This design comes from an exercise in tuning for small area, a short achievable clock period and few clock cycles on the open sky130 flow, not from production work.
At most, simulation tests tie the RTL to the original design; equivalence was not proved.
Power and IR drop assume default switching activity.

== the previous run ==
// battery_undervoltage_monitor
module battery_undervoltage_monitor #(
  parameter int unsigned HistoryDepth = bum_pkg::HistoryDepth
) (
  input  logic                           clk_i,
  input  logic                           rst_ni,
  input  logic                           s_axis_tvalid_i,
  output logic                           s_axis_tready_o,
  input  logic [bum_pkg::InDataW-1:0]    s_axis_tdata_i,
  input  logic                           s_axis_tuser_i,
  output logic                           m_axis_tvalid_o,
  input  logic                           m_axis_tready_i,
  output logic [bum_pkg::OutDataW-1:0]   m_axis_tdata_o,
  input  logic                           cfg_valid_i,
  output logic                           cfg_ready_o,
  input  logic [bum_pkg::CfgAddrW-1:0]   cfg_addr_i,
  input  logic [bum_pkg::MvW-1:0]        cfg_data_i
);
==> flow/config.mk <==
export PLATFORM = sky130hd
export DESIGN_NAME = battery_undervoltage_monitor
export DESIGN_NICKNAME = battery_undervoltage_monitor
export VERILOG_FILES = /design/flow/design.v
export SDC_FILE = /design/flow/constraint.sdc
export NUM_CORES = 4
export LEC_CHECK = 0
export CAP_MARGIN = 20
export CORE_MARGIN = 2
export CORE_UTILIZATION = 70
export CTS_CLUSTER_DIAMETER = 80
export CTS_CLUSTER_SIZE = 24
export SLEW_MARGIN = 20
==> flow/constraint.sdc <==
create_clock -name core_clock -period 10.0 [get_ports {clk_i}]
set_input_delay 2.0000 -clock core_clock [delete_from_list [all_inputs] [get_ports {clk_i}]]
set_output_delay 2.0000 -clock core_clock [all_outputs]
set_load 0.01 [all_outputs]
standard.sh (not shown) runs the stock make flow with config.mk's settings and CLKGATE_MAP_FILE= SYNTH_SCRIPT=/design/flow/synth_recipe.tcl, a recipe that flattens the netlist after the stock synthesis.
==> flow/flow/run.sh <==
#!/bin/bash
set -euo pipefail
MARGIN=${SETUP_MARGIN_NS:-6.5}
bash standard.sh SETUP_SLACK_MARGIN=$MARGIN finish > standard_flow.log 2>&1
The previous run finished every stage and its layout cleared the timing, design-rule and antenna checks.
Here is what was changed in the inputs of the current run compared with the previous run.
Settings: CORE_UTILIZATION now 60, was 70.
-- flow/flow/run.sh --
<<< the previous run, line 3
MARGIN=${SETUP_MARGIN_NS:-6.5}
>>> the current run, line 3
MARGIN=${SETUP_MARGIN_NS:-6.8}
Results
Going from the previous run to the current run, net count reported at finish now larger; share of power burned in combinational logic moved up. Cells: the current run has more instances than the previous run. The current run vs the previous run: setup slack up in the current run. Relative to the previous run, the maximum buffer depth of the clock tree of the current run is higher by 1. Diff the previous run -> the current run | total power | up by a few percent. Any difference in maximum frequency between the previous run and the current run is small enough to ignore. Delta (the current run minus the previous run): combinational power grew by about 8%; clock power share grew by 0.2 points.
No run of this note included a check of the RTL's function; only the layout flow was run.

Another version of the RTL of battery_undervoltage_monitor (not shown whole).
Size: about 100 I/O pins.
==> flow/config.mk <==
export PLATFORM = sky130hd
export DESIGN_NAME = battery_undervoltage_monitor
export DESIGN_NICKNAME = battery_undervoltage_monitor
export VERILOG_FILES = /design/flow/design.v
export SDC_FILE = /design/flow/constraint.sdc
export NUM_CORES = 4
export LEC_CHECK = 0
export CAP_MARGIN = 20
export CORE_MARGIN = 2
export CORE_UTILIZATION = 60
export SETUP_SLACK_MARGIN = 5
export SLEW_MARGIN = 20
==> flow/constraint.sdc <==
create_clock -name core_clock -period 10.0 [get_ports {clk_i}]
set_input_delay 2.0000 -clock core_clock [delete_from_list [all_inputs] [get_ports {clk_i}]]
set_output_delay 2.0000 -clock core_clock [all_outputs]
set_load 0.01 [all_outputs]
run.sh (not shown) runs the stock make flow with config.mk's settings and CLKGATE_MAP_FILE= SYNTH_SCRIPT=/design/flow/synth_recipe.tcl, a recipe that flattens the netlist after the stock synthesis.
Stock flow here: none of the scripts above is used.
Rerun with:
Settings changed: SETUP_SLACK_MARGIN 5 to default.
Total power is unchanged; die area stays the same; clock skew is unchanged; non-clock buffer count is unchanged; via count stays the same; fmax stays the same; final area stays the same; first-iteration DRC count does not change; wire length is unchanged.
No functional check of the RTL was part of any run of this note.

Setup of oak:
battery_undervoltage_monitor, a different RTL version from the one above (not shown whole).
Size: about 12000 cells after synthesis, roughly 4000 flip-flops, about 100 I/O pins.
clock: 10.0 ns
lec_check: 0
cap_margin: 20
core_margin: 2
core_utilization: 60
slew_margin: 20
standard.sh (not shown) runs the stock make flow with config.mk's settings and CLKGATE_MAP_FILE= SYNTH_SCRIPT=/design/flow/synth_recipe.tcl, a recipe that flattens the netlist after the stock synthesis.
==> flow/flow/run.sh <==
#!/bin/bash
set -euo pipefail
MARGIN=${SETUP_MARGIN_NS:-6.5}
bash standard.sh SETUP_SLACK_MARGIN=$MARGIN finish > standard_flow.log 2>&1
Testbench counts of oak, summed over its fixed seeds: cycles 10,414.
diff inputs: oak => pine
# oak
export LEC_CHECK = 0
export CAP_MARGIN = 20
export CORE_MARGIN = 2
export CORE_UTILIZATION = 60
export SLEW_MARGIN = 20
create_clock -name core_clock -period 10.0 [get_ports {clk_i}]
# pine
export LEC_CHECK = 0
export CAP_MARGIN = 20
export CORE_MARGIN = 2
export CORE_UTILIZATION = 60
export CTS_CLUSTER_DIAMETER = 80
export CTS_CLUSTER_SIZE = 24
export SLEW_MARGIN = 20
create_clock -name core_clock -period 10.0 [get_ports {clk_i}]
--- outcome ---
Diff oak -> pine: wire length on met2 lost about 0.74%, fraction of standard cell area that is sequential moved up, power share of the sequential group shows an increase of 4.8 points. On global-route wire length before repair: between pine and oak, it ends up higher for oak. On power: pine sits below oak. Post-route minimum period delta for pine relative to oak: 0.0031 ns lower. Summary of the comparison: layout clock buffer count is lower in pine, relative to oak. Diff pine..oak | adder-cell area share of the yosys netlist | unchanged.
The inputs of birch differ from those of pine as listed below.
# pine
export LEC_CHECK = 0
export CAP_MARGIN = 20
export CORE_MARGIN = 2
export CORE_UTILIZATION = 60
export CTS_CLUSTER_DIAMETER = 80
export CTS_CLUSTER_SIZE = 24
export SLEW_MARGIN = 20
create_clock -name core_clock -period 10.0 [get_ports {clk_i}]
# birch
export LEC_CHECK = 0
export CAP_MARGIN = 20
export CORE_MARGIN = 2
export CORE_UTILIZATION = 60
export CTS_CLUSTER_DIAMETER = 100
export CTS_CLUSTER_SIZE = 30
export SLEW_MARGIN = 20
create_clock -name core_clock -period 10.0 [get_ports {clk_i}]
--- outcome ---
- Per the comparison of birch with pine, routed wire length went down 2200 microns; worst setup slack dropped 0.0056 ns.
- Any difference in total of hold buffers inserted after clock tree synthesis between pine and birch is small enough to ignore.
- Per the comparison of birch with pine, average wire per standard cell did not really move; share of the final layout cell area in sequential cells shows an increase of 0.54 points.
- Higher minimum clock period was reported by birch, not pine.

Another version of the RTL of battery_undervoltage_monitor (not shown whole).
Size: roughly 4000 flip-flops, about 100 I/O pins, roughly 170000 µm² of cells after synthesis.
clock: 10.0 ns
lec_check: 0
cap_margin: 20
core_margin: 2
core_utilization: 70
cts_cluster_diameter: 80
cts_cluster_size: 24
slew_margin: 20
Scripts as last shown in full above: flow/flow/run.sh
The starting point finished with timing, DRC and antenna clean.
Testbench counts at the start, summed over its fixed seeds: cycles 9,872.
Change:
Settings changed: CORE_UTILIZATION 70 to 60.
The new run finished with timing, DRC and antenna clean; non-clock buffer count fell by 3; sequential power rose by a few percent; worst hold slack gains 0.014 ns; wire length rose by a few percent; utilization fell by 11 points; power rose slightly; first-iteration DRC count fell by roughly a tenth; setup slack gains 0.026 ns; clock-buffer cell count fell by 4.

==> what the ideal ports hide <==
The flow's constraints put no driver on any port. The routed layouts listed below were extracted and timed again, unchanged, in two steps.
Step 1 assumes that a clkbuf_16 drives the clock port and a buf_2 every other input.
Step 2, shift: input delay + t, output delay - t, t = (earliest + latest rising clock arrival at the registers) / 2. This alone moves slack from input paths to output paths.
Slacks: no drivers / after step 1 / after step 2; pairs: no drivers / after step 1.
run	t (ns)	setup WS [ns]	latest minus earliest clock arrival (ns)	worst data-port slew with drivers (ns)	pins driven straight from the clock port
the previous run	1.012	6.355 / 6.248 / 5.597	0.037 / 0.037	0.07	1
the current run	1.035	6.362 / 6.258 / 5.906	0.055 / 0.055	0.06	1
the first run of note 2	1.061	5.370 / 5.370 / 4.432	0.053 / 0.054	0.11	1
the second run of note 2	1.061	5.370 / 5.370 / 4.432	0.053 / 0.054	0.11	1
oak	1.048	6.410 / 6.304 / 5.723	0.057 / 0.057	0.08	1
pine	1.036	6.413 / 6.308 / 5.733	0.038 / 0.037	0.09	1
birch	1.016	6.407 / 6.303 / 5.739	0.035 / 0.035	0.08	1
the first run of note 4	1.030	6.420 / 6.375 / 5.626	0.050 / 0.050	0.11	1
the second run of note 4	1.032	6.446 / 6.342 / 5.525	0.077 / 0.077	0.14	1
After both steps setup and hold are still met in every run listed.
